This design comes from an exercise in tuning for small area and a short achievable clock period on the open sky130 flow, not from production work. Function was checked by simulation only, so behaviour that the tests miss may differ from the original. No activity file was given, so power comes from the tool's default toggle rates.

File: flow/flow/run.sh
#!/bin/bash
# Own flow: the standard layout (standard synthesis, unchanged), with
#  - timing repair asked to leave setup slack well beyond zero, so the
#    achieved period shrinks below the clock period;
#  - sizing free to change a cell's footprint (the platform limits it to
#    cells of the same size by default);
#  - ports buffered with plain buffers instead of delay cells.
set -euo pipefail
bash standard.sh SETUP_SLACK_MARGIN=8.6 MATCH_CELL_FOOTPRINT=0 \
    "BUFFER_PORTS_ARGS=-buffer_cell sky130_fd_sc_hd__buf_4" \
    finish > standard_make.log 2>&1
File: flow/standard.sh
#!/bin/bash
# synth_recipe.tcl (not shown) runs the flow's synth.tcl, then flattens the netlist and writes it again
# the make line also repeats each setting of config.mk as NAME=value (left out here)
make -C /OpenROAD-flow-scripts/flow DESIGN_CONFIG=/design/flow/config.mk WORK_HOME=/design/flow/orfs CLKGATE_MAP_FILE= SYNTH_SCRIPT=/design/flow/synth_recipe.tcl "${@:-finish}"
File: flow/config.mk
export PLATFORM = sky130hd
export DESIGN_NAME = cpuTop
export DESIGN_NICKNAME = cpuTop
export VERILOG_FILES = /design/flow/design.v
export SDC_FILE = /design/flow/constraint.sdc
export NUM_CORES = 4
export LEC_CHECK = 0
export CAP_MARGIN = 20
export CELL_PAD_IN_SITES_DETAIL_PLACEMENT = 1
export CELL_PAD_IN_SITES_GLOBAL_PLACEMENT = 2
export CORE_MARGIN = 2
export CORE_UTILIZATION = 40
export CTS_CLUSTER_DIAMETER = 100
export CTS_CLUSTER_SIZE = 25
export PLACE_DENSITY = 0.5
export SETUP_SLACK_MARGIN = 0.3
export SLEW_MARGIN = 20
export SYNTH_HIERARCHICAL = 1
export SYNTH_MINIMUM_KEEP_SIZE = 0
File: flow/constraint.sdc
create_clock -name core_clock -period 15.0 [get_ports {i_clk}]
set_input_delay 3.0000 -clock core_clock [delete_from_list [all_inputs] [get_ports {i_clk}]]
set_output_delay 3.0000 -clock core_clock [all_outputs]
set_load 0.01 [all_outputs]
File: flow/design.v
`timescale 1ns/1ps
module cpuTop (
    input  logic            i_clk,
    input  logic            i_arstN,
    input  logic            i_run,
    input  logic            i_progWe,
    input  logic [8-1:0] i_progAddr,
    input  logic [8:0]  i_progData,
    output logic [8-1:0] o_pc,
    output logic            o_regWe,
    output logic [2:0] o_regIdx,
    output logic [8-1:0]   o_regData,
    output logic            o_memWe,
    output logic [8-1:0]   o_memAddr,
    output logic [8-1:0]   o_memData
);
    localparam int C_REGWE = 0;     
    localparam int C_MEMWE = 1;     
    localparam int C_DST   = 2;     
    localparam int C_STI   = 5;     
    localparam int C_MATH  = 6;     
    localparam int C_SUB   = 7;     
    localparam int C_FN    = 8;     
    localparam int C_LO    = 16;    
    localparam int C_WB    = 19;    
    localparam int C_W     = 40;
    localparam int W_ADD = 0;       
    localparam int W_SUB = 11;      
    localparam int W_LDR = 12;      
    localparam int W_AND = 1;
    localparam int W_OR  = 2;
    localparam int W_XOR = 3;
    localparam int W_SHL = 4;
    localparam int W_SHR = 5;
    localparam int W_NOT = 6;
    localparam int W_LD0 = 7;       
    localparam int W_MOV = 8;       
    localparam int W_PC  = 9;       
    localparam int W_IMM = 10;      
    function automatic logic [C_W-1:0] decode(input logic [8:0] ins);
        logic [2:0] op, hi, lo;
        logic [C_W-1:0] c;
        op = ins[8:6];
        hi = ins[5:3];
        lo = ins[2:0];
        c = '0;
        c[C_REGWE] = (op == 3'b001) || (op == 3'b010) || (op == 3'b101) ||
                     (op == 3'b110) || (op == 3'b111 && lo == 3'b001);
        c[C_MEMWE] = (op == 3'b011) || (op == 3'b100);
        c[C_DST +: 3] = (op == 3'b110) ? 3'd0 : (op == 3'b111) ? 3'd7 : hi;
        c[C_STI]   = (op == 3'b011);
        c[C_MATH]  = (op == 3'b110);
        c[C_SUB]   = (op == 3'b110) && (lo == 3'd1);
        c[C_FN +: 8] = (op == 3'b110) ? (8'b1 << lo) : 8'b0;
        c[C_LO +: 3] = lo;
        c[C_WB + W_ADD] = (op == 3'b110) && (lo == 3'd0);
        c[C_WB + W_SUB] = (op == 3'b110) && (lo == 3'd1);
        c[C_WB + W_AND] = (op == 3'b110) && (lo == 3'd2);
        c[C_WB + W_OR]  = (op == 3'b110) && (lo == 3'd3);
        c[C_WB + W_XOR] = (op == 3'b110) && (lo == 3'd4);
        c[C_WB + W_SHL] = (op == 3'b110) && (lo == 3'd5);
        c[C_WB + W_SHR] = (op == 3'b110) && (lo == 3'd6);
        c[C_WB + W_NOT] = (op == 3'b110) && (lo == 3'd7);
        c[C_WB + W_LD0] = (op == 3'b010);    
        c[C_WB + W_MOV] = (op == 3'b101);
        c[C_WB + W_PC]  = (op == 3'b111);
        c[C_WB + W_IMM] = (op == 3'b001);
        decode = c;
    endfunction
    logic [8:0] pmem [256];
    logic [7:0] dmem [256];
    logic [7:0] regs [8];
    logic [8:0]     ir;           
    logic [C_W-1:0] ctlReg;       
    logic           jtReg;        
    logic           rstF;         
    logic           rstFj;        
    logic           zf, cf;
    logic [7:0]     xReg;         
    logic [7:0]     yReg;         
    logic [7:0]     ldSh [8];    
    logic [8-1:0] ldV;
    logic [C_W-1:0] ctl, ctl0;
    logic           jt0, jumpTaken;
    assign ctl0 = decode(pmem[0]);
    assign jt0 = (pmem[0][8:6] == 3'b111) &&
                 (pmem[0][2:0] == 3'd0 || pmem[0][2:0] == 3'd1 ||
                  pmem[0][2:0] == 3'd3 || pmem[0][2:0] == 3'd5);
    assign ctl       = rstF ? ctl0 : ctlReg;
    assign jumpTaken = rstFj ? jt0 : jtReg;
    logic [2:0] lo, dst;
    logic [7:0] fn;
    assign lo  = ctl[C_LO +: 3];
    assign dst = ctl[C_DST +: 3];
    assign fn  = ctl[C_FN +: 8];
    logic [7:0] r0;
    logic [7:0] sum, diff;
    logic       sumC, diffC;
    logic       aluC;
    assign r0 = regs[0];
    add8 u_add (.i_a(r0), .i_b(xReg),  .i_c(1'b0), .o_s(sum),  .o_c(sumC));
    add8 u_sub (.i_a(r0), .i_b(~xReg), .i_c(1'b1), .o_s(diff), .o_c(diffC));
    assign aluC = (fn[0] & sumC) | (fn[1] & !diffC) | (fn[5] & r0[7]) | (fn[6] & r0[0]);
    logic [7:0] pcInc, pcNext;
    assign pcInc  = o_pc + 8'd1;
    assign pcNext = jumpTaken ? xReg : pcInc;
    logic [7:0] wrData, wrDataOut;
    logic [63:0] ldFlat;
    for (genvar k = 0; k < 8; k++) begin : g_ldf
        assign ldFlat[8*k +: 8] = ldSh[k];
    end
    wbMux u_wb (.i_sel(ctl[C_WB +: 20]), .i_sum(sum), .i_diff(diff), .i_a(r0), .i_b(xReg),
                .i_ld0(dmem[0]), .i_ld(ldFlat), .i_mov(yReg), .i_pc(pcInc), .i_imm(lo),
                .o_y(wrData));
    wbMux u_wbOut (.i_sel(ctl[C_WB +: 20]), .i_sum(sum), .i_diff(diff), .i_a(r0), .i_b(xReg),
                   .i_ld0(dmem[0]), .i_ld(ldFlat), .i_mov(yReg), .i_pc(pcInc), .i_imm(lo),
                   .o_y(wrDataOut));
    logic regWe, memWe;
    and2 u_regWe (.a(i_run), .b(ctl[C_REGWE]), .y(regWe));
    and2 u_memWe (.a(i_run), .b(ctl[C_MEMWE]), .y(memWe));
    logic [7:0] memData;
    assign memData = ctl[C_STI] ? {5'b0, lo} : yReg;
    assign o_regWe   = regWe;
    assign o_regIdx  = dst;
    assign o_regData = wrDataOut;
    assign o_memWe   = memWe;
    assign o_memAddr = xReg;
    assign o_memData = memData;
    logic [255:0] pSel;
    logic [8:0]   pRd;
    rdDec2 u_prdec (.i_addrA(xReg), .i_addrB(pcInc), .i_selA(jumpTaken), .o_sel(pSel));
    for (genvar b = 0; b < 9; b++) begin : g_prd
        logic [255:0] col;
        for (genvar i = 0; i < 256; i++) begin : g_c
            assign col[i] = pmem[i][b];
        end
        andOr256 u_rd (.i_d(col), .i_s(pSel), .o_y(pRd[b]));
    end
    logic [8:0] irNext;
    always_comb begin
        if (i_run)                                   irNext = pRd;
        else if (i_progWe && i_progAddr == o_pc)     irNext = i_progData;
        else                                         irNext = ir;
    end
    logic [7:0] regsNext [8];
    always_comb begin
        for (int k = 0; k < 8; k++)
            regsNext[k] = (regWe && dst == 3'(k)) ? wrData : regs[k];
    end
    logic [7:0] xNext, yNext;
    assign xNext = regsNext[irNext[5:3]];
    assign yNext = regsNext[irNext[2:0]];
    logic zNext, cNext, condNext;
    assign zNext = (i_run && ctl[C_MATH]) ? (wrData == 8'd0) : zf;
    assign cNext = (i_run && ctl[C_MATH]) ? aluC : cf;
    always_comb begin
        case (irNext[2:0])
            3'b000, 3'b001: condNext = 1'b1;
            3'b010:         condNext = zNext;
            3'b011:         condNext = !zNext;
            3'b100:         condNext = cNext;
            3'b101:         condNext = !cNext;
            default:        condNext = 1'b0;
        endcase
    end
    logic [255:0] dSel;
    logic [7:0]   dRd;
    rdDec u_drdec (.i_addr(wrData), .o_sel(dSel));
    for (genvar b = 0; b < 8; b++) begin : g_drd
        logic [255:0] col;
        for (genvar i = 0; i < 256; i++) begin : g_c
            assign col[i] = dmem[i][b];
        end
        andOr256 u_rd (.i_d(col), .i_s(dSel), .o_y(dRd[b]));
    end
    logic [C_W-1:0] ctlNext;
    always_comb begin
        ctlNext = decode(irNext);
        for (int k = 0; k < 8; k++)
            ctlNext[C_WB + W_LDR + k] = ctlNext[C_WB + W_LD0] && irNext[2:0] == 3'(k) && ldVNext[k];
        ctlNext[C_WB + W_LD0] = ctlNext[C_WB + W_LD0] && !ldVNext[irNext[2:0]];
    end
    logic [7:0] ldShNext [8];
    logic [8-1:0] ldVNext;
    always_comb begin
        for (int k = 0; k < 8; k++) begin
            ldShNext[k] = ldSh[k];
            ldVNext[k]  = ldV[k];
            if (regWe && dst == 3'(k)) begin
                ldShNext[k] = dRd;
                ldVNext[k]  = 1'b1;
            end else if (memWe && regs[k] == xReg) begin
                ldShNext[k] = memData;
            end
        end
    end
    logic [255:0] pWe, pHold, dWe, dHold;
    wrDec u_pwdec (.i_addr(i_progAddr), .i_en(i_progWe && !i_run), .o_we(pWe), .o_hold(pHold));
    wrDec u_dwdec (.i_addr(xReg), .i_en(memWe), .o_we(dWe), .o_hold(dHold));
    always_ff @(posedge i_clk) begin
        for (int i = 0; i < 256; i++) begin
            pmem[i] <= (pmem[i] & {9{pHold[i]}}) | (i_progData & {9{pWe[i]}});
            dmem[i] <= (dmem[i] & {8{dHold[i]}}) | (memData & {8{dWe[i]}});
        end
    end
    always_ff @(posedge i_clk) begin
        ir     <= irNext;
        ctlReg <= ctlNext;
        jtReg  <= (irNext[8:6] == 3'b111) && condNext;
        for (int k = 0; k < 8; k++) ldSh[k] <= ldShNext[k];
    end
    always_ff @(posedge i_clk or negedge i_arstN) begin
        if (!i_arstN) begin
            xReg <= 8'd0;
            yReg <= 8'd0;
            ldV  <= '0;
            zf   <= 1'b0;
            cf   <= 1'b0;
            for (int k = 0; k < 8; k++) regs[k] <= 8'd0;
        end else begin
            xReg <= xNext;
            yReg <= yNext;
            ldV  <= ldVNext;
            zf   <= zNext;
            cf   <= cNext;
            for (int k = 0; k < 8; k++) regs[k] <= regsNext[k];
        end
    end
    always_ff @(posedge i_clk or negedge i_arstN) begin
        if (!i_arstN) begin
            rstF <= 1'b1;
            o_pc <= 8'd0;
        end else if (i_run) begin
            rstF <= 1'b0;
            o_pc <= pcNext;
        end
    end
    always_ff @(posedge i_clk or negedge i_arstN) begin
        if (!i_arstN) rstFj <= 1'b1;
        else          rstFj <= rstFj && !i_run;
    end
endmodule
module wbMux (
    input  logic [19:0] i_sel,
    input  logic [7:0]  i_sum,
    input  logic [7:0]  i_diff,
    input  logic [7:0]  i_a,
    input  logic [7:0]  i_b,
    input  logic [7:0]  i_ld0,
    input  logic [63:0] i_ld,
    input  logic [7:0]  i_mov,
    input  logic [7:0]  i_pc,
    input  logic [2:0]  i_imm,
    output logic [7:0]  o_y
);
    logic [7:0] ld;
    always_comb begin
        ld = {8{i_sel[7]}} & i_ld0;
        for (int k = 0; k < 8; k++) ld |= {8{i_sel[12+k]}} & i_ld[8*k +: 8];
    end
    assign o_y = ({8{i_sel[0]}}  & i_sum) |
                 ({8{i_sel[1]}}  & (i_a & i_b)) |
                 ({8{i_sel[2]}}  & (i_a | i_b)) |
                 ({8{i_sel[3]}}  & (i_a ^ i_b)) |
                 ({8{i_sel[4]}}  & {i_a[6:0], 1'b0}) |
                 ({8{i_sel[5]}}  & {1'b0, i_a[7:1]}) |
                 ({8{i_sel[6]}}  & ~i_a) |
                 ld |
                 ({8{i_sel[8]}}  & i_mov) |
                 ({8{i_sel[9]}}  & i_pc) |
                 ({8{i_sel[10]}} & {5'b0, i_imm}) |
                 ({8{i_sel[11]}} & i_diff);
endmodule
module add8 (
    input  logic [7:0] i_a,
    input  logic [7:0] i_b,
    input  logic       i_c,
    output logic [7:0] o_s,
    output logic       o_c
);
    logic [7:0] g, p;
    logic [8:0] gg [5];    
    logic [8:0] pp [5];
    assign g = i_a & i_b;
    assign p = i_a ^ i_b;
    always_comb begin
        gg[0][0] = i_c;
        pp[0][0] = 1'b0;
        for (int i = 0; i < 8; i++) begin
            gg[0][i+1] = g[i];
            pp[0][i+1] = p[i];
        end
        for (int l = 0; l < 4; l++) begin
            for (int i = 0; i < 9; i++) begin
                if (i >= (1 << l)) begin
                    gg[l+1][i] = gg[l][i] | (pp[l][i] & gg[l][i - (1 << l)]);
                    pp[l+1][i] = pp[l][i] & pp[l][i - (1 << l)];
                end else begin
                    gg[l+1][i] = gg[l][i];
                    pp[l+1][i] = pp[l][i];
                end
            end
        end
        for (int i = 0; i < 8; i++) o_s[i] = p[i] ^ gg[4][i];
        o_c = gg[4][8];
    end
endmodule
module and2 (
    input  logic a, b,
    output logic y
);
    assign y = a & b;
endmodule
module andOr256 (
    input  logic [255:0] i_d,
    input  logic [255:0] i_s,
    output logic         o_y
);
    logic [85:0] n1;      
    logic [21:0] n2;      
    logic [10:0] n3;      
    logic [2:0]  n4;      
    logic        n5;      
    for (genvar g = 0; g < 85; g++) begin : g_l1
        aoi222 u_g (.a1(i_d[3*g]), .a2(i_s[3*g]), .b1(i_d[3*g+1]), .b2(i_s[3*g+1]),
                    .c1(i_d[3*g+2]), .c2(i_s[3*g+2]), .y(n1[g]));
    end
    nand2 u_l1e (.a(i_d[255]), .b(i_s[255]), .y(n1[85]));
    for (genvar g = 0; g < 21; g++) begin : g_l2
        nand4 u_g (.a(n1[4*g]), .b(n1[4*g+1]), .c(n1[4*g+2]), .d(n1[4*g+3]), .y(n2[g]));
    end
    nand2 u_l2e (.a(n1[84]), .b(n1[85]), .y(n2[21]));
    for (genvar g = 0; g < 11; g++) begin : g_l3
        nor2 u_g (.a(n2[2*g]), .b(n2[2*g+1]), .y(n3[g]));
    end
    nand4 u_l4a (.a(n3[0]), .b(n3[1]), .c(n3[2]),  .d(n3[3]), .y(n4[0]));
    nand4 u_l4b (.a(n3[4]), .b(n3[5]), .c(n3[6]),  .d(n3[7]), .y(n4[1]));
    nand3 u_l4c (.a(n3[8]), .b(n3[9]), .c(n3[10]), .y(n4[2]));
    nor3  u_l5  (.a(n4[0]), .b(n4[1]), .c(n4[2]), .y(n5));
    inv   u_l6  (.a(n5), .y(o_y));
endmodule
module rdDec2 (
    input  logic [7:0]   i_addrA,
    input  logic [7:0]   i_addrB,
    input  logic         i_selA,
    output logic [255:0] o_sel
);
    logic [15:0] hiA, loA, hiB, loB, hiN, loN;
    always_comb begin
        for (int k = 0; k < 16; k++) begin
            hiA[k] = !(i_addrA[7:4] == 4'(k));
            loA[k] = !(i_addrA[3:0] == 4'(k));
            hiB[k] = !(i_addrB[7:4] == 4'(k));
            loB[k] = !(i_addrB[3:0] == 4'(k));
        end
    end
    for (genvar k = 0; k < 16; k++) begin : g_m
        mux2 u_h (.s(i_selA), .a(hiB[k]), .b(hiA[k]), .y(hiN[k]));
        mux2 u_l (.s(i_selA), .a(loB[k]), .b(loA[k]), .y(loN[k]));
    end
    for (genvar i = 0; i < 256; i++) begin : g_s
        nor2 u_s (.a(hiN[i / 16]), .b(loN[i % 16]), .y(o_sel[i]));
    end
endmodule
module mux2 (
    input  logic s, a, b,
    output logic y
);
    assign y = s ? b : a;
endmodule
module rdDec (
    input  logic [7:0]   i_addr,
    output logic [255:0] o_sel
);
    logic [15:0] hiN, loN;
    always_comb begin
        for (int k = 0; k < 16; k++) begin
            hiN[k] = !(i_addr[7:4] == 4'(k));
            loN[k] = !(i_addr[3:0] == 4'(k));
        end
    end
    for (genvar i = 0; i < 256; i++) begin : g_s
        nor2 u_s (.a(hiN[i / 16]), .b(loN[i % 16]), .y(o_sel[i]));
    end
endmodule
module aoi222 (
    input  logic a1, a2, b1, b2, c1, c2,
    output logic y
);
    assign y = ~((a1 & a2) | (b1 & b2) | (c1 & c2));
endmodule
module nand4 (
    input  logic a, b, c, d,
    output logic y
);
    assign y = ~(a & b & c & d);
endmodule
module nand3 (
    input  logic a, b, c,
    output logic y
);
    assign y = ~(a & b & c);
endmodule
module nor3 (
    input  logic a, b, c,
    output logic y
);
    assign y = ~(a | b | c);
endmodule
module inv (
    input  logic a,
    output logic y
);
    assign y = ~a;
endmodule
module wrDec (
    input  logic [7:0]   i_addr,
    input  logic         i_en,
    output logic [255:0] o_we,
    output logic [255:0] o_hold
);
    logic [15:0] rowA, rowB;
    always_comb begin
        for (int k = 0; k < 16; k++) begin
            rowA[k] = i_en && (i_addr[7:4] == 4'(k));
            rowB[k] = (i_addr[3:0] == 4'(k));
        end
    end
    for (genvar i = 0; i < 256; i++) begin : g_w
        nor2  u_we   (.a(~rowA[i / 16]), .b(~rowB[i % 16]), .y(o_we[i]));
        nand2 u_hold (.a(rowA[i / 16]),  .b(rowB[i % 16]),  .y(o_hold[i]));
    end
endmodule
module nor2 (
    input  logic a, b,
    output logic y
);
    assign y = ~(a | b);
endmodule
module nand2 (
    input  logic a, b,
    output logic y
);
    assign y = ~(a & b);
endmodule
==> results of run 1 <==
## registers in the layout, summed over array words and instances (netlist names), 9 cells and up
name,cells
ctlReg,31
dmem,2048
ir,9
ldSh,64
pmem,2304
regs,64
## power by group
group | total [W] | internal, W | switching (W)
logic | 0.00350 | 0.000782 | 0.00272
clock network | 0.00686 | 0.00272 | 0.00414
registers | 0.0126 | 0.0124 | 0.000228
total | 0.0230 | 0.0159 | 0.00709
## cell usage after synthesis (all sizes together) (12+ instances only)
library cell	count	area, um^2
nand4b	24	210
nor4	16	173
nor2	1319	4960
a2bb2oi	12	105
xor2	45	394
edfxtp	64	1920
a21oi	51	278
mux2	56	754
nand4bb	36	405
a22o	4383	38400
nor2b	20	125
nor3	61	417
nand4	417	2610
dfxtp	4393	87900
o21ai	107	536
nand2b	23	144
xnor2	47	412
ha	53	663
and3	20	128
nand3	62	323
buf	1270	5310
dfrtp	98	2450
nand2	754	2830
or4b	24	259
a221oi	34	398
mux2i	54	541
clkbuf	395	1490
a22oi	57	428
inv	129	484
a222oi	1455	14600
## per-stage QoR
| step | hold slack, ns | total power [W] | area, um^2 |
|---|---|---|---|
| 2_1_floorplan | 0.427 | 0.0143 | 171000 |
| 3_3_place_gp | 0.452 | 0.0160 | 175000 |
| 3_5_place_dp | 0.453 | 0.0161 | 175000 |
| 4_1_cts | 0.482 | 0.0230 | 183000 |
| 5_1_grt | 0.494 | 0.0236 | 184000 |
| 6_report | 0.480 | 0.0230 | 184000 |
## timing repair
item                                    CTS  global route
pin swaps                                99           117
setup buffers                            92            41
endpoints found under the setup margin  138           114
resized for setup                       273           128
gates cloned                              5             3
## final cells by class
type                    count  area, um^2
flip-flops and latches   4557       92400
repair buffers            468        4450
clock buffers             239        5540
diodes                     29        72.6
multi-input cells        9306       73400
clock inverters            26         363
fillers                 44900      243000
inverters                 139         656
well taps                5687        7120
repair inverters            2        15.0
## routing by layer
metal	track usage (%)	vias to the layer above	share of wire, %
li1	-	60700	-
met1	44.6	75800	40
met2	56.8	7226	45
met3	5.02	1685	7.0
met4	23.0	14	7.4
met5	0	-	0.018
## modules after synthesis, one instance, submodules excluded, a selection
module	cells	area [um^2]	times used	flip-flops and latches
nand4	1	6.26	391	0
rdDec2	80	738	1	0
nand2	1	3.75	546	0
inv	1	3.75	17	0
add8	38	328	2	0
and2	1	6.26	2	0
cpuTop	11300	142000	1	4557
wbMux	149	1190	2	0
nand3	1	5.00	17	0
## logic make-up after synthesis
logic type | after synthesis
compound gates | 6221
flops | 4557
simple gates | 2823
buf+inv | 1804
mux | 110
xor+xnor | 92
fa+ha+maj | 55
other cells | 2
## path summary, 6_finish.rpt
| check | to | cells past startpoint |
|---|---|---|
| worst min-delay path | pmem[83][6] | 1 |
| min in group asynchronous | regs[0][7] | 1 |
| worst max-delay path | ldSh[7][2] | 21 |
| max in group asynchronous | xReg[3] | 2 |
| worst max register to register | ldSh[7][2] | 21 |
| worst min register to register | pmem[83][6] | 1 |
==> impl_metrics.toml, run 1 <==
[outcome]
status = "finished clean"

[detailed_routing]
drc = 0
wl_per_cell_um = 39.4
dr.pass1.iters = 17
drt_wl_total_mm = 805
num_vias = 145000
drtIter0Drc = 20500
vias_per_cell = 7.11
final_antenna_net_count = 0

[yosys]
syn_area_um2 = 171000
yosysSeqAreaShare_pct = 53.9
synth_area_per_cell_um2 = 10.9
synth_mux_area_share_pct = 0.756
ys.flop_type = "dfxtp_1"
synth-adder-area-share_pct = 0.411
syn_inst = 15700
synth_xor_area_share_pct = 0.470
ys_types = 97
async_flop_share_pct = 2.19
synth_compound_area_share_pct = 32.6
synth_top_family_by_area = "compound AO/OA/AOI/OAI gates"
synth-warning-count = 26
synth-edff-count = 64
ys_seq_elements = 4557
yosys.area_share.simple_pct = 7.57

[final_layout]
final_common_cell = "dfxtp_1"
fin_nets = 14800
syn2layout_area_growth_pct = 7.42
utilization_pct = 43.1
final_cell_mix = "4389 x dfxtp_1, 4383 x a22o_1, 1455 x a222oi_1"
stdcell_count = 20500
drive_above_1_share_pct = 7.88

[sta]
setup_viol = 0
finalMaxSlewViolations = 0
worst_pin_slew_ns = 1.24
finClkSkew_ns = 0.0568
setup_slack_ns = 8.34
fin_crit_sh_pct = 44.4
fin_tns_setup_ns = 0
hold_violations = 0
min_period_ns = 6.66
max_slew_margin_pct = 16.9
fmax_mhz = 150
rsz0062_at_grt = "yes"

[setup_path]
r2r_start = "xReg[0]"
slowest_delay_ns = 0.76
critical_path_class = "flip-flop to flip-flop"
critPathBufInv = 4
critPathMaxFanout = 8
cp_slowest_cell = "nand4_1"
r2r_slack_ns = 8.34
cp.required_ns = 15.71
critical-path-top-delay-family = "simple AND/OR/NAND/NOR gates"
crit_chain = "fa_2 > a21o_1 > o2bb2ai_2 > o41ai_4 > xnor2_2 > buf_4 > a221oi_2 > and3_4 > o2111ai_4 > buf_12 > nand4b_1 > buf_12 > nor2_4 > a222oi_1 > nand4_1 > nor2_4 > nand4_1 > nor3_4 > inv_2 > nand2_1 > o21ai_0"
cp-start-kind = "flip-flop"
arrival_ns = 7.37
critPathLaunch = "xReg[0]"
endpoint_kind = "flip-flop"

[pwr]
power.leakage_nw = 66.8
ir_worst_vdd_mv = 0.107
power_density_nw_per_um2 = 125

[placement]
hpwl_mm = 521
place_ws_ns = 6.52
gp_congestion = 0.965
dp.cells = 20000
portBuffers = 57

[grt]
antenna_found_initial = 26
grt_max_degree = 145
grt_usage_pct = 35.4
gr-total-overflow = 0
grt_pass1_vias = 142000
grt_pass1_wl_mm = 1120

[die]
die_area_um2 = 433000
core_um2 = 427000
die_h_um = 658
io_pins = 58
dieWidth_um = 658
row_count = 240
start_util_pct = 40.1

[clocking]
clk_pin_slew_worst_paths_ns = 0.11
cts_max_level = 4
cts_made_buffers = 210
tritoncts = "yes"
hold_buffers = 0
cts_buffer_depth = 4
root_buffer = "clkbuf_16"
clk_latency_ns = 1.02
cts_sinks = 4557

[worst_hold_path]
min_path_type = "flip-flop to flip-flop"
hold_path.startpoint = "pmem[83][6]"

[job]
maxCapViolCount = 0
==> inputs of run 2 (changes only) <==
--- a/flow/design.v
+++ b/flow/design.v
@@ -116,13 +116,15 @@
                    .i_ld0(dmem[0]), .i_ld(ldFlat), .i_mov(yReg), .i_pc(pcInc), .i_imm(lo),
                    .o_y(wrDataOut));
-    logic regWe, memWe;
+    logic regWe, memWe, regWeOut, memWeOut;
     and2 u_regWe (.a(i_run), .b(ctl[C_REGWE]), .y(regWe));
     and2 u_memWe (.a(i_run), .b(ctl[C_MEMWE]), .y(memWe));
+    and2 u_regWeOut (.a(i_run), .b(ctl[C_REGWE]), .y(regWeOut));
+    and2 u_memWeOut (.a(i_run), .b(ctl[C_MEMWE]), .y(memWeOut));
     logic [7:0] memData;
     assign memData = ctl[C_STI] ? {5'b0, lo} : yReg;
-    assign o_regWe   = regWe;
+    assign o_regWe   = regWeOut;
     assign o_regIdx  = dst;
     assign o_regData = wrDataOut;
-    assign o_memWe   = memWe;
+    assign o_memWe   = memWeOut;
     assign o_memAddr = xReg;
     assign o_memData = memData;
==> run 2 against run 1 <==
Compared with the run above:
- largest cell class unchanged
- sequential share of layout area hardly changed
- sequential cell count stayed put
- worst setup slack better by 0.11 ns
- highest routed layer unchanged
- clock skew is 0.019 ns higher
- still clean
- critical endpoint is now ldSh[6][3]
- register-to-register slack better by 0.11 ns
==> impl_metrics.toml, run 2 <==
[grt]
grt_usage_pct = 35.1
grt_max_degree = 120
grt_pass1_wl_mm = 1120
gr-total-overflow = 0
antenna_found_initial = 39
grt_pass1_vias = 143000

[detailed_routing]
met1_length_mm = 322
final_antenna_net_count = 0
drtIter0Drc = 19900
highest_layer = "met5"
wl_per_cell_um = 39.0
met3_length_mm = 53.9
num_vias = 145000
routed-wl-met2_mm = 366
vias_per_cell = 7.08
dr.pass1.iters = 15
drt_wl_total_mm = 797
drc = 0

[clocking]
clk_pin_slew_worst_paths_ns = 0.10
root_buffer = "clkbuf_16"
cts_buffer_depth = 4
cts_made_buffers = 213
tritoncts = "yes"
clk_latency_ns = 1.03
hold_buffers = 0
cts_max_level = 4
cts_sinks = 4557

[die]
start_util_pct = 40.1
die_h_um = 658
io_pins = 58
row_count = 240
core_um2 = 427000
die_area_um2 = 433000
dieWidth_um = 658

[sta]
fin_tns_setup_ns = 0
finalMaxSlewViolations = 0
worst_pin_slew_ns = 1.22
fin_crit_sh_pct = 43.7
max_slew_margin_pct = 18.7
min_period_ns = 6.55
fmax_mhz = 153
finClkSkew_ns = 0.0754
hold_violations = 0
rsz0062_at_grt = "yes"
setup_viol = 0

[setup_path]
crit_chain = "fa_2 > a21o_1 > o2bb2ai_2 > o41ai_4 > xnor2_2 > buf_4 > a221oi_2 > and3_4 > o2111ai_4 > buf_12 > buf_12 > nand4b_1 > buf_6 > buf_12 > nor2_2 > a222oi_1 > nand4_1 > nor2_4 > nand4_1 > nor3_4 > inv_4 > nand2_1 > o21ai_0"
critPathMaxFanout = 8
r2r_end = "ldSh[6][3]"
endpoint_kind = "flip-flop"
reg2reg_depth = 23
cp_slowest_cell = "nor3_4"
critical_path_class = "flip-flop to flip-flop"
r2r_start = "xReg[0]"
cp-start-kind = "flip-flop"
arrival_ns = 7.26
cpMostUsedCell = "buf_12"
cp.required_ns = 15.71
slowest_delay_ns = 0.69
r2r_slack_ns = 8.45

[yosys]
synth_mux_area_share_pct = 0.756
syn_area_um2 = 171000
async_flop_share_pct = 2.19
yosysSeqAreaShare_pct = 53.9
synth_top_cell_area_share_pct = 51.3
synth-edff-count = 64
ys.flop_type = "dfxtp_1"
yosysTopAreaCell = "dfxtp_1"
ys_seq_elements = 4557
synth-adder-area-share_pct = 0.411
synth_xor_area_share_pct = 0.470
synth_top_cells_by_area = "dfxtp_1 51%, a22o_1 22%, a222oi_1 8.5%"
syn_inst = 15700
synthTopCellsByCount = "4393 x dfxtp_1, 4383 x a22o_1, 1455 x a222oi_1"
synth_top_family_by_area = "compound AO/OA/AOI/OAI gates"
yosys.area_share.simple_pct = 7.58
synth_compound_area_share_pct = 32.6
yosys.cell_count.top_type = "dfxtp_1"
ys_types = 97
synth-warning-count = 26
synth_area_per_cell_um2 = 10.9

[final_layout]
fin_nets = 14800
stdcell_count = 20400
syn2layout_area_growth_pct = 7.43
final-seq-area_um2 = 92400
fill_cells = 44800
final_cell_mix = "4387 x dfxtp_1, 4383 x a22o_1, 1455 x a222oi_1"
design_area_um2 = 184000
largest_reg_flops = 2304
regMostFlops = "pmem"
multi_input_area_um2 = 73400
drive_above_1_share_pct = 7.93
top_regs = "pmem (2304), dmem (2048)"
final_common_cell = "dfxtp_1"
utilization_pct = 43.1

[worst_hold_path]
hold_path_depth = 2
worstHoldEndpoint = "ldV[5]"
hold_path.startpoint = "ldV[5]"
min_path_type = "flip-flop to flip-flop"

[job]
maxCapViolCount = 0

[placement]
gp_congestion = 0.952
dp.cells = 20000
hpwl_mm = 513
portBuffers = 57
dpl_cell_area_um2 = 175000

[pwr]
power_density_nw_per_um2 = 126
ir_worst_vdd_mv = 0.0983
power.leakage_nw = 66.7

[outcome]
status = "finished clean"
[run 2: changes by cell type in the layout (fill, tap and decap cells not counted), moves of 5 or more]
cell and delta:
diode_2 -7, nor2_1 +14, o21ai_1 +19, nand2_2 +14, buf_6 -11, or4b_4 -5
o21ai_0 -19, nand2_1 -12, nand3_1 -7, nor2_2 -12
[run 2: where the power goes]
part | leakage, nW | internal (W) | switching, W
Sequential | 37.4 | 0.0124 | 0.000224
Clock | 2.99 | 0.00282 | 0.00418
Combinational | 26.4 | 0.000754 | 0.00276
[run 2: cell families (layout without fill, tap and decap cells)]
kind of cell | count (synthesis) | count (layout)
compound gates | 6221 | 6222
flops | 4557 | 4557
simple gates | 2825 | 2825
buf+inv | 1804 | 868
mux | 110 | 110
xor+xnor | 92 | 92
fa+ha+maj | 55 | 55
other cells | 2 | 26
[run 2: per-layer routing]
metal / up-vias / GRT usage (%)
li1: 60700 / -
met1: 75700 / 44.2
met2: 6701 / 57.2
met3: 1687 / 4.97
met4: 17 / 20.7
met5: - / 0
[run 2: area by class of cell]
type                            instances  share of cell area, %
Sequential cell                      4557                   50.2
Multi-Input combinational cell       9308                   39.9
Tap cell                             5687                   3.87
Clock buffer                          245                   3.08
Timing Repair Buffer                  450                   2.28
Inverter                              139                  0.358
Clock inverter                         29                  0.246
Antenna cell                           22                 0.0299
Timing Repair inverter                  5                 0.0218
[run 2: worst max path at each step]
stage	start	cells past startpoint	end
after floorplan	i_run	1	o_memWe
after global placement	pmem[0][2]	22	xReg[0]
after detailed placement	pmem[0][2]	22	xReg[0]
after CTS	regs[0][0]	10	o_regData[7]
after global routing	xReg[0]	9	o_regData[7]
final	xReg[0]	23	ldSh[6][3]
[run 2: through the flow]
stage | hold slack (ns) | total power, W | worst slack, ns
detailed placement | 0.444 | 0.0161 | 6.20
global route | 0.492 | 0.0237 | 8.43
global placement | 0.443 | 0.0161 | 5.79
CTS | 0.468 | 0.0231 | 8.39
finish | 0.465 | 0.0231 | 8.45
floorplan | 0.427 | 0.0143 | 8.84
[run 2: worst max-delay path: cells and delay by family, from the launching register on]
family	cells	cell delay (ns)
XOR/XNOR	1	0.15
adder cells (fa/ha/maj)	1	0.38
AO/OA/AOI/OAI	7	1.56
AND/OR/NAND/NOR	8	2.64
flip-flops	1	0.54
buffers and inverters	6	0.96
[run 2: per-module statistics from Yosys (local to each module, per instance), excerpt]
module | flip-flops and latches | copies in the design
wrDec | 0 | 2
rdDec | 0 | 1
aoi222 | 0 | 1445
cpuTop | 4557 | 1
nand4 | 0 | 391
and2 | 0 | 4
nand2 | 0 | 546
rdDec2 | 0 | 1
add8 | 0 | 2
mux2 | 0 | 32
nor3 | 0 | 17
nand3 | 0 | 17
inv | 0 | 17
[run 2: what timing repair did]
item                                    in CTS  in global routing
endpoints found under the setup margin     139                100
buffers inserted                            99                 21
gates resized for setup                    339                103
pin swaps                                  102                 83
gates cloned                                 7                  1
==> inputs of run 3 (changes only) <==
==> flow/config.mk (replaced) <==
export PLATFORM = sky130hd
export DESIGN_NAME = cpuTop
export DESIGN_NICKNAME = cpuTop
export VERILOG_FILES = /design/flow/design.v
export SDC_FILE = /design/flow/constraint.sdc
export NUM_CORES = 4
export LEC_CHECK = 0
export CAP_MARGIN = 10
export CELL_PAD_IN_SITES_DETAIL_PLACEMENT = 1
export CELL_PAD_IN_SITES_GLOBAL_PLACEMENT = 2
export CORE_MARGIN = 2
export CORE_UTILIZATION = 45
export CTS_CLUSTER_DIAMETER = 100
export CTS_CLUSTER_SIZE = 25
export PLACE_DENSITY = 0.55
export SETUP_SLACK_MARGIN = 0.3
export SLEW_MARGIN = 10
export SYNTH_HIERARCHICAL = 1
export SYNTH_MINIMUM_KEEP_SIZE = 0
==> run 3 against run 2 <==
Compared with the run above:
- critical path type unchanged
- total power down 1.7%
- die area down 11%
- fmax down 2.0%
- clock-buffer cell count down 16
- still clean on timing, DRC and antenna
- largest cell class unchanged
- combinational power down 1%
- core utilization up 5.0 points
- clock skew down 0.035 ns
- sequential power about the same
==> impl_metrics.toml, run 3 <==
[sta]
rsz0062_at_grt = "yes"
setup_viol = 0
finalMaxSlewViolations = 0
fin_tns_setup_ns = 0
worst_pin_slew_ns = 1.33
fin_crit_sh_pct = 44.5
hold_violations = 0
min_period_ns = 6.68
max_slew_margin_pct = 11.4
finClkSkew_ns = 0.0406
fmax_mhz = 150

[pwr]
ir_worst_vdd_mv = 0.254
pwr-share-clk_pct = 29.3
switchingPower_w = 0.00698
p_int_w = 0.0158
p_seq_share_pct = 55.4
swShare_pct = 30.7
p_comb_share_pct = 15.2
power_density_nw_per_um2 = 125
power.leakage_nw = 66.5

[final_layout]
final_common_cell = "dfxtp_1"
final-seq-area_um2 = 92400
fin_nets = 14700
utilization_pct = 48.1
multi_input_area_um2 = 73100
regMostFlops = "pmem"
final_cell_mix = "4389 x dfxtp_1, 4383 x a22o_1, 1455 x a222oi_1"
top_regs = "pmem (2304), dmem (2048)"
syn2layout_area_growth_pct = 6.40
largest_reg_flops = 2304
fill_cells = 39600
drive_above_1_share_pct = 7.24

[detailed_routing]
num_vias = 146000
drc = 0
vias_per_cell = 7.38
final_antenna_net_count = 0
drtIter0Drc = 20300
drt_wl_total_mm = 769
dr.pass1.iters = 14
wl_per_cell_um = 39.0

[yosys]
ys_types = 97
yosysTopAreaCell = "dfxtp_1"
ys_seq_elements = 4557
yosys.cell_count.top_type = "dfxtp_1"
synth-warning-count = 26
syn_inst = 15700
synth_area_per_cell_um2 = 10.9
synthTopCellsByCount = "4393 x dfxtp_1, 4383 x a22o_1, 1455 x a222oi_1"
yosysSeqAreaShare_pct = 53.9
synth_top_cell_area_share_pct = 51.3
synth-edff-count = 64
async_flop_share_pct = 2.19
ys.flop_type = "dfxtp_1"
syn_area_um2 = 171000
synth_top_cells_by_area = "dfxtp_1 51%, a22o_1 22%, a222oi_1 8.5%"

[worst_hold_path]
hold_path_depth = 1
worstHoldEndpoint = "pmem[88][6]"
hold_path.startpoint = "pmem[88][6]"
min_path_type = "flip-flop to flip-flop"

[clocking]
cts_buffer_depth = 4
tritoncts = "yes"
clk_pin_slew_worst_paths_ns = 0.09
root_buffer = "clkbuf_16"
cts_max_level = 4
cts_sinks = 4557
clk_latency_ns = 0.99
cts_made_buffers = 208

[job]
maxCapViolCount = 0

[setup_path]
r2r_end = "ldSh[6][1]"
endpoint_kind = "flip-flop"
r2r_slack_ns = 8.32
crit_chain = "buf_12 > fa_2 > a21o_1 > o2bb2ai_4 > o41ai_4 > xnor2_2 > a221oi_2 > and3_1 > o2111ai_4 > buf_12 > nand4b_1 > buf_12 > buf_12 > nor2_4 > a222oi_1 > nand4_1 > nor2_4 > nand4_1 > nor3_4 > buf_6 > clkinvlp_4 > nand2_1 > o21ai_1"
reg2reg_depth = 23
critical_path_class = "flip-flop to flip-flop"
cp-start-kind = "flip-flop"
cp.required_ns = 15.69
arrival_ns = 7.37
r2r_start = "xReg[0]"
critPathMaxFanout = 8
cp_slowest_cell = "nand4_1"
cpMostUsedCell = "buf_12"
slowest_delay_ns = 0.77

[placement]
portBuffers = 57
gp_congestion = 0.997
hpwl_mm = 492

[outcome]
status = "finished clean"

[die]
die_h_um = 621
die_area_um2 = 386000
io_pins = 58
core_um2 = 379000
start_util_pct = 45.2
dieWidth_um = 621
row_count = 226

[grt]
gr-total-overflow = 0
grt_pass1_wl_mm = 1090
grt_usage_pct = 38.3
grt_max_degree = 135
antenna_found_initial = 27
grt_pass1_vias = 143000
[run 3: cell counts after synthesis]
No cell type changed its count.
[run 3: cell families after synthesis]
kind of cell | count (synthesis) | synth area share, %
multiplexers | 110 | 0.756
flip-flops | 4557 | 53.9
other | 2 | 0.00438
adder cells (fa/ha/maj) | 55 | 0.411
XOR/XNOR | 92 | 0.470
AND/OR/NAND/NOR | 2825 | 7.58
AO/OA/AOI/OAI | 6221 | 32.6
buffers and inverters | 1804 | 4.27
[run 3: modules after synthesis, one instance, submodules excluded, a selection]
module / copies in the design / cell area, um^2 / flops+latches
wbMux: 2 / 1190 / 0
mux2: 32 / 15.0 / 0
aoi222: 1445 / 10.0 / 0
nor3: 17 / 10.0 / 0
nand4: 391 / 6.26 / 0
and2: 4 / 6.26 / 0
nand3: 17 / 5.00 / 0
nand2: 546 / 3.75 / 0
[run 3: final cells by class]
| cell class | count | share of cell area (%) |
|---|---|---|
| Antenna cell | 19 | 0.0261 |
| Clock buffer | 229 | 2.95 |
| Clock inverter | 23 | 0.165 |
| Inverter | 139 | 0.354 |
| Multi-Input combinational cell | 9307 | 40.1 |
| Sequential cell | 4557 | 50.7 |
| Tap cell | 5016 | 3.44 |
| Timing Repair Buffer | 431 | 2.25 |
| Timing Repair inverter | 2 | 0.00824 |
[run 3: power by group through the flow]
stage	registers (W)	logic [W]	clock network, W
3_5_place_dp	0.0129	0.00314	0
2_1_floorplan	0.0128	0.00150	0
4_1_cts	0.0126	0.00330	0.00676
6_report	0.0126	0.00346	0.00667
5_1_grt	0.0126	0.00347	0.00715
3_3_place_gp	0.0129	0.00311	0
[run 3: worst max-delay path by stage]
stage                     from      endpoint  slack, ns  cells after the start
floorplan                i_run       o_memWe       8.84                      1
global placement    pmem[0][2]       yReg[3]       7.07                     22
detailed placement        rstF    ldSh[0][1]       7.02                     19
CTS                    xReg[0]  o_regData[7]       8.46                     10
global route           xReg[0]  o_regData[7]       8.40                     10
finish                 xReg[0]    ldSh[6][1]       8.32                     23
[run 3: critical path, delay by kind of cell (launching register included)]
family	cells	cell delay, ns
xor+xnor	1	0.15
compound gates	7	1.77
buf+inv	6	1.00
flops	1	0.46
fa+ha+maj	1	0.34
simple gates	8	2.62
[run 3: repair_timing]
| item | in CTS | in global routing |
|---|---|---|
| buffers inserted | 86 | 32 |
| endpoints found under the setup margin | 136 | 114 |
| hold buffers | 0 | 0 |
| pin swaps | 58 | 85 |
| cloned | 8 | 0 |
| gates resized for setup | 234 | 90 |
[run 3: per-stage QoR]
| step | worst slack (ns) | total power [W] | area [um^2] | instances | hold WS (ns) |
|---|---|---|---|---|---|
| floorplan | 8.84 | 0.0143 | 171000 | 15700 | 0.427 |
| global placement | 7.07 | 0.0160 | 174000 | 19300 | 0.451 |
| detailed placement | 7.02 | 0.0160 | 174000 | 19300 | 0.452 |
| CTS | 8.46 | 0.0226 | 182000 | 19700 | 0.482 |
| global route | 8.40 | 0.0232 | 182000 | 19700 | 0.494 |
| finish | 8.32 | 0.0227 | 182000 | 19700 | 0.479 |
[run 3: metal layers]
layer,vias to the layer above,global-route usage [%],share of wire [%],wire (um)
met4,22,27.5,8.0,61600
met2,7767,60.6,45,347000
li1,60600,-,-,-
met1,75300,47.4,39,299000
met3,2005,6.37,8.1,62400
met5,-,0,0.021,164

-- afterwards: timing with drivers on the ports --
The flow's constraints put no driver on any port. The routed layouts listed below were extracted and timed again, unchanged, in two steps. Step 1: set_driving_cell puts a clkbuf_16 on i_clk and a buf_2 on each other input, an assumption about the parent block. Step 2 also shifts input and output timing later by t, the mid clock arrival at the registers, as if the neighbouring blocks saw the same clock. Slacks: no drivers / after step 1 / after step 2; pairs: no drivers / after step 1.
run | t (ns) | setup WS [ns] | worst setup path after step 2 | clock arrival spread, ns | worst register clock-pin slew, ns
run 1 | 1.107 | 8.343 / 8.278 / 8.309 | input to output | 0.057 / 0.057 | 0.11 / 0.11
run 2 | 1.103 | 8.452 / 8.418 / 8.452 | register to register | 0.075 / 0.075 | 0.11 / 0.11
run 3 | 1.075 | 8.319 / 8.319 / 7.985 | input to register | 0.051 / 0.050 | 0.12 / 0.12
After both steps every run listed still meets setup and hold. For run 3, which loses most, drivers alone change the setup slack by 0.000 ns; drivers and shift together by -0.334 ns.
